Source: an optimization exercise on an open RTL-to-GDS flow (aim: small area). Production flows keep margins and buffers that such runs may drop.
Function was checked by simulation only, so behaviour that the tests miss may differ from the original.

==> job 9616 <==
==> flow/design.v <==
module id_stage_scoreboard #(
    parameter int LEN         = 32,
    parameter int NB_ADDR     = 5,
    parameter int NB_CTRL_EX  = 6,
    parameter int NB_CTRL_M   = 9,
    parameter int NB_CTRL_WB  = 2,
    parameter int MEMREAD_BIT = 1,
    parameter int LOAD_LAT    = 1,
    parameter int NB_CNT      = 16
) (
    input  logic                  i_clk,
    input  logic                  i_rst,
    input  logic                  i_valid,
    input  logic [LEN-1:0]        i_PC,
    input  logic [LEN-1:0]        i_instruction,
    input  logic [NB_CTRL_EX-1:0] i_ctrl_ex,
    input  logic [NB_CTRL_M-1:0]  i_ctrl_mem,
    input  logic [NB_CTRL_WB-1:0] i_ctrl_wb,
    input  logic                  i_uses_rs,
    input  logic                  i_uses_rt,
    input  logic [NB_ADDR-1:0]    i_dest_reg,
    input  logic                  i_flush,
    input  logic                  i_RegWrite,
    input  logic [NB_ADDR-1:0]    i_write_reg,
    input  logic [LEN-1:0]        i_write_data,
    output logic                  o_stall,
    output logic                  o_valid_ex,
    output logic [LEN-1:0]        o_PC,
    output logic [LEN-1:0]        o_read_data_1,
    output logic [LEN-1:0]        o_read_data_2,
    output logic [LEN-1:0]        o_imm_ext,
    output logic [NB_ADDR-1:0]    o_rs,
    output logic [NB_ADDR-1:0]    o_rt,
    output logic [NB_ADDR-1:0]    o_rd,
    output logic [NB_CTRL_EX-1:0] o_ctrl_ex_bus,
    output logic [NB_CTRL_M-1:0]  o_ctrl_mem_bus,
    output logic [NB_CTRL_WB-1:0] o_ctrl_wb_bus,
    output logic [NB_CNT-1:0]     o_stall_count
);
    localparam int NREG = 2 ** NB_ADDR;
    function automatic logic [NB_CNT-1:0] sat_inc(input logic [NB_CNT-1:0] cnt);
        sat_inc = (&cnt) ? cnt : cnt + 1'b1;
    endfunction
    function automatic logic signed [LEN-1:0] sign_ext16(input logic signed [15:0] v);
        sign_ext16 = {{(LEN-16){v[15]}}, v};
    endfunction
    logic [NB_ADDR-1:0]    rs_p0, rt_p0;
    logic signed [15:0]    imm_p0;
    logic signed [LEN-1:0] imm_ext_p0;
    logic [LEN-1:0]        rd1_p0, rd2_p0;
    logic                  ld_p0, issue_p0, rs_hit_p0, rt_hit_p0;
    logic                  unused_opcode;
    logic [LEN-1:0]        regs [NREG];
    logic [LOAD_LAT-1:0]   sb_v;
    logic [NB_ADDR-1:0]    sb_reg [LOAD_LAT];
    assign rs_p0         = NB_ADDR'(i_instruction[25:21]);
    assign rt_p0         = NB_ADDR'(i_instruction[20:16]);
    assign imm_p0        = i_instruction[15:0];
    assign imm_ext_p0    = sign_ext16(imm_p0);
    assign ld_p0         = i_ctrl_mem[MEMREAD_BIT];
    assign unused_opcode = ^i_instruction[31:26];
    always_comb begin
        rd1_p0 = '0;
        rd2_p0 = '0;
        if (rs_p0 != '0)
            rd1_p0 = (i_RegWrite && i_write_reg == rs_p0) ? i_write_data : regs[rs_p0];
        if (rt_p0 != '0)
            rd2_p0 = (i_RegWrite && i_write_reg == rt_p0) ? i_write_data : regs[rt_p0];
    end
    always_comb begin
        rs_hit_p0 = 1'b0;
        rt_hit_p0 = 1'b0;
        for (int k = 0; k < LOAD_LAT; k++) begin
            if (sb_v[k] && sb_reg[k] == rs_p0) rs_hit_p0 = 1'b1;
            if (sb_v[k] && sb_reg[k] == rt_p0) rt_hit_p0 = 1'b1;
        end
    end
    assign o_stall  = i_valid & ~i_flush &
                      ((i_uses_rs & (rs_p0 != '0) & rs_hit_p0) |
                       (i_uses_rt & (rt_p0 != '0) & rt_hit_p0));
    assign issue_p0 = i_valid & ~i_flush & ~o_stall;
    always_ff @(posedge i_clk or posedge i_rst) begin
        if (i_rst) begin
            for (int i = 0; i < NREG; i++) regs[i] <= '0;
        end else if (i_RegWrite && i_write_reg != '0) begin
            regs[i_write_reg] <= i_write_data;
        end
    end
    always_ff @(posedge i_clk or posedge i_rst) begin
        if (i_rst) begin
            sb_v <= '0;
            for (int k = 0; k < LOAD_LAT; k++) sb_reg[k] <= '0;
        end else begin
            for (int k = 1; k < LOAD_LAT; k++) begin
                sb_v[k]   <= sb_v[k-1];
                sb_reg[k] <= sb_reg[k-1];
            end
            if (issue_p0 && ld_p0 && i_dest_reg != '0) begin
                sb_v[0]   <= 1'b1;
                sb_reg[0] <= i_dest_reg;
            end else begin
                sb_v[0]   <= 1'b0;
                sb_reg[0] <= '0;
            end
        end
    end
    always_ff @(posedge i_clk or posedge i_rst) begin
        if (i_rst)        o_stall_count <= '0;
        else if (o_stall) o_stall_count <= sat_inc(o_stall_count);
    end
    logic                  vld_p1;
    logic [LEN-1:0]        pc_p1, rd1_p1, rd2_p1;
    logic signed [LEN-1:0] imm_p1;
    logic [NB_ADDR-1:0]    rs_p1, rt_p1, rd_p1;
    logic [NB_CTRL_EX-1:0] ctrl_ex_p1;
    logic [NB_CTRL_M-1:0]  ctrl_mem_p1;
    logic [NB_CTRL_WB-1:0] ctrl_wb_p1;
    always_ff @(posedge i_clk or posedge i_rst) begin
        if (i_rst) begin
            vld_p1      <= 1'b0;
            pc_p1       <= '0;
            rd1_p1      <= '0;
            rd2_p1      <= '0;
            imm_p1      <= '0;
            rs_p1       <= '0;
            rt_p1       <= '0;
            rd_p1       <= '0;
            ctrl_ex_p1  <= '0;
            ctrl_mem_p1 <= '0;
            ctrl_wb_p1  <= '0;
        end else if (issue_p0) begin
            vld_p1      <= 1'b1;
            pc_p1       <= i_PC;
            rd1_p1      <= rd1_p0;
            rd2_p1      <= rd2_p0;
            imm_p1      <= imm_ext_p0;
            rs_p1       <= rs_p0;
            rt_p1       <= rt_p0;
            rd_p1       <= i_dest_reg;
            ctrl_ex_p1  <= i_ctrl_ex;
            ctrl_mem_p1 <= i_ctrl_mem;
            ctrl_wb_p1  <= i_ctrl_wb;
        end else begin
            vld_p1      <= 1'b0;
            pc_p1       <= '0;
            rd1_p1      <= '0;
            rd2_p1      <= '0;
            imm_p1      <= '0;
            rs_p1       <= '0;
            rt_p1       <= '0;
            rd_p1       <= '0;
            ctrl_ex_p1  <= '0;
            ctrl_mem_p1 <= '0;
            ctrl_wb_p1  <= '0;
        end
    end
    assign o_valid_ex     = vld_p1;
    assign o_PC           = pc_p1;
    assign o_read_data_1  = rd1_p1;
    assign o_read_data_2  = rd2_p1;
    assign o_imm_ext      = imm_p1;
    assign o_rs           = rs_p1;
    assign o_rt           = rt_p1;
    assign o_rd           = rd_p1;
    assign o_ctrl_ex_bus  = ctrl_ex_p1;
    assign o_ctrl_mem_bus = ctrl_mem_p1;
    assign o_ctrl_wb_bus  = ctrl_wb_p1;
endmodule
==> flow/run.sh <==
#!/bin/bash
# synth_recipe.tcl (not shown) runs the flow's synth.tcl, then flattens the netlist and writes it again
# the make line also repeats each setting of config.mk as NAME=value (left out here)
make -C /OpenROAD-flow-scripts/flow DESIGN_CONFIG=/design/flow/config.mk WORK_HOME=/design/flow/orfs CLKGATE_MAP_FILE= SYNTH_SCRIPT=/design/flow/synth_recipe.tcl finish
==> flow/config.mk <==
export PLATFORM = sky130hd
export DESIGN_NAME = id_stage_scoreboard
export DESIGN_NICKNAME = id_stage_scoreboard
export VERILOG_FILES = /design/flow/design.v
export SDC_FILE = /design/flow/constraint.sdc
export NUM_CORES = 4
export LEC_CHECK = 0
export CAP_MARGIN = 20
export CORE_MARGIN = 2
export CORE_UTILIZATION = 40
export SLEW_MARGIN = 20
==> flow/constraint.sdc <==
create_clock -name core_clock -period 5.0 [get_ports {i_clk}]
set_input_delay 1.0000 -clock core_clock [delete_from_list [all_inputs] [get_ports {i_clk}]]
set_output_delay 1.0000 -clock core_clock [all_outputs]
set_load 0.01 [all_outputs]
==> job 2203: changes against job 9616 <==
==> flow/design.v (replaced) <==
module id_stage_scoreboard #(
    parameter int LEN         = 32,
    parameter int NB_ADDR     = 5,
    parameter int NB_CTRL_EX  = 6,
    parameter int NB_CTRL_M   = 9,
    parameter int NB_CTRL_WB  = 2,
    parameter int MEMREAD_BIT = 1,
    parameter int LOAD_LAT    = 1,
    parameter int NB_CNT      = 16
) (
    input  logic                  i_clk,
    input  logic                  i_rst,
    input  logic                  i_valid,
    input  logic [LEN-1:0]        i_PC,
    input  logic [LEN-1:0]        i_instruction,
    input  logic [NB_CTRL_EX-1:0] i_ctrl_ex,
    input  logic [NB_CTRL_M-1:0]  i_ctrl_mem,
    input  logic [NB_CTRL_WB-1:0] i_ctrl_wb,
    input  logic                  i_uses_rs,
    input  logic                  i_uses_rt,
    input  logic [NB_ADDR-1:0]    i_dest_reg,
    input  logic                  i_flush,
    input  logic                  i_RegWrite,
    input  logic [NB_ADDR-1:0]    i_write_reg,
    input  logic [LEN-1:0]        i_write_data,
    output logic                  o_stall,
    output logic                  o_valid_ex,
    output logic [LEN-1:0]        o_PC,
    output logic [LEN-1:0]        o_read_data_1,
    output logic [LEN-1:0]        o_read_data_2,
    output logic [LEN-1:0]        o_imm_ext,
    output logic [NB_ADDR-1:0]    o_rs,
    output logic [NB_ADDR-1:0]    o_rt,
    output logic [NB_ADDR-1:0]    o_rd,
    output logic [NB_CTRL_EX-1:0] o_ctrl_ex_bus,
    output logic [NB_CTRL_M-1:0]  o_ctrl_mem_bus,
    output logic [NB_CTRL_WB-1:0] o_ctrl_wb_bus,
    output logic [NB_CNT-1:0]     o_stall_count
);
    localparam int NREG = 2 ** NB_ADDR;
    logic [NB_ADDR-1:0] rs_p0, rt_p0;
    logic               issue_p0;
    assign rs_p0 = i_instruction[25:21];
    assign rt_p0 = i_instruction[20:16];
    logic [NB_ADDR-1:0] sb_reg;
    assign o_stall  = i_valid & ~i_flush &
                      ((i_uses_rs & (rs_p0 != '0) & (sb_reg == rs_p0)) |
                       (i_uses_rt & (rt_p0 != '0) & (sb_reg == rt_p0)));
    assign issue_p0 = i_valid & ~i_flush & ~o_stall;
    always_ff @(posedge i_clk or posedge i_rst) begin
        if (i_rst)                              sb_reg <= '0;
        else if (issue_p0 && i_ctrl_mem[MEMREAD_BIT]) sb_reg <= i_dest_reg;
        else                                    sb_reg <= '0;
    end
    always_ff @(posedge i_clk or posedge i_rst) begin
        if (i_rst)                           o_stall_count <= '0;
        else if (o_stall && !(&o_stall_count)) o_stall_count <= o_stall_count + 1'b1;
    end
    logic [LEN-1:0]  rf [1:NREG-1];
    logic [NREG-1:1] rf_vld;
    for (genvar k = 1; k < NREG; k++) begin : g_rf
        always_ff @(posedge i_clk) begin
            if (i_RegWrite && i_write_reg == k) rf[k] <= i_write_data;
        end
        always_ff @(posedge i_clk or posedge i_rst) begin
            if (i_rst)                               rf_vld[k] <= 1'b0;
            else if (i_RegWrite && i_write_reg == k) rf_vld[k] <= 1'b1;
        end
    end
    logic               vld_p1;
    logic [LEN-1:0]     pc_p1;
    logic [15:0]        imm_p1;
    logic [NB_ADDR-1:0] rs_p1, rt_p1, rd_p1;
    logic [NB_CTRL_EX-1:0] ctrl_ex_p1;
    logic [NB_CTRL_M-1:0]  ctrl_mem_p1;
    logic [NB_CTRL_WB-1:0] ctrl_wb_p1;
    always_ff @(posedge i_clk or posedge i_rst) begin
        if (i_rst) begin
            vld_p1      <= 1'b0;
            pc_p1       <= '0;
            imm_p1      <= '0;
            rs_p1       <= '0;
            rt_p1       <= '0;
            rd_p1       <= '0;
            ctrl_ex_p1  <= '0;
            ctrl_mem_p1 <= '0;
            ctrl_wb_p1  <= '0;
        end else begin
            vld_p1      <= issue_p0;
            pc_p1       <= i_PC;
            imm_p1      <= i_instruction[15:0];
            rs_p1       <= rs_p0;
            rt_p1       <= rt_p0;
            rd_p1       <= i_dest_reg;
            ctrl_ex_p1  <= issue_p0 ? i_ctrl_ex  : '0;
            ctrl_mem_p1 <= issue_p0 ? i_ctrl_mem : '0;
            ctrl_wb_p1  <= issue_p0 ? i_ctrl_wb  : '0;
        end
    end
    always_comb begin
        o_read_data_1 = '0;
        o_read_data_2 = '0;
        for (int k = 1; k < NREG; k++) begin
            o_read_data_1 = o_read_data_1 | ({LEN{rf_vld[k] && rs_p1 == k}} & rf[k]);
            o_read_data_2 = o_read_data_2 | ({LEN{rf_vld[k] && rt_p1 == k}} & rf[k]);
        end
    end
    assign o_valid_ex     = vld_p1;
    assign o_PC           = pc_p1;
    assign o_imm_ext      = {{(LEN-16){imm_p1[15]}}, imm_p1};
    assign o_rs           = rs_p1;
    assign o_rt           = rt_p1;
    assign o_rd           = rd_p1;
    assign o_ctrl_ex_bus  = ctrl_ex_p1;
    assign o_ctrl_mem_bus = ctrl_mem_p1;
    assign o_ctrl_wb_bus  = ctrl_wb_p1;
endmodule
==> out/summary.md <==
The run finished with no timing, DRC or antenna violations. The relative slew slack is 12.2%, and the share of the synthesized area in the top cell type is 51.3%. Sorting the synthesized cells by area gives the leading types as dfrtp_1, mux2_2, a22oi_1, buf_2, a22o_1. The instance count after placement with tap cells included came out at 6,787. The average wire per standard cell is 42.9 µm.
(the above is from job 9616)
==> out/summary.md <==
The run finished, with violations left. The checks that failed were setup timing. By area the synthesized netlist is led by edfxtp_1, a22oi_1, dfrtp_1, a22o_1, a221oi_1. In this run, placement finished with an instance count of 4,608. Setup violations remaining at the end of the flow were counted as 14. The logs give 23.3% for the relative slew slack and -152 ps for the setup slack after layout.
(the above is from job 2203)

-- afterwards: timing with drivers on the ports --
The results above use ideal ports. As a check the final layouts listed here were re-extracted and re-timed, cells and wires unchanged. Step 1 assumes that a clkbuf_16 drives the clock port and a buf_2 every other input. Step 2, shift: input delay + t, output delay - t, t = (earliest + latest rising clock arrival at the registers) / 2. This alone moves slack from input paths to output paths. a / b / c = ideal ports / drivers / drivers and shift; a / b = the first two.
run	t (ns)	slack for setup (ns)	slew at the worst register clock pin (ns)	worst slew at a driven data input, ns	pins driven straight from the clock port
job 9616	0.881	0.330 / 0.294 / 0.294	0.07 / 0.07	0.21	1
job 2203	0.790	-0.152 / -0.234 / 0.241	0.07 / 0.07	0.14	1
The setup slack of job 9616, which loses most, moves by -0.036 ns with the drivers and by -0.036 ns with both steps.
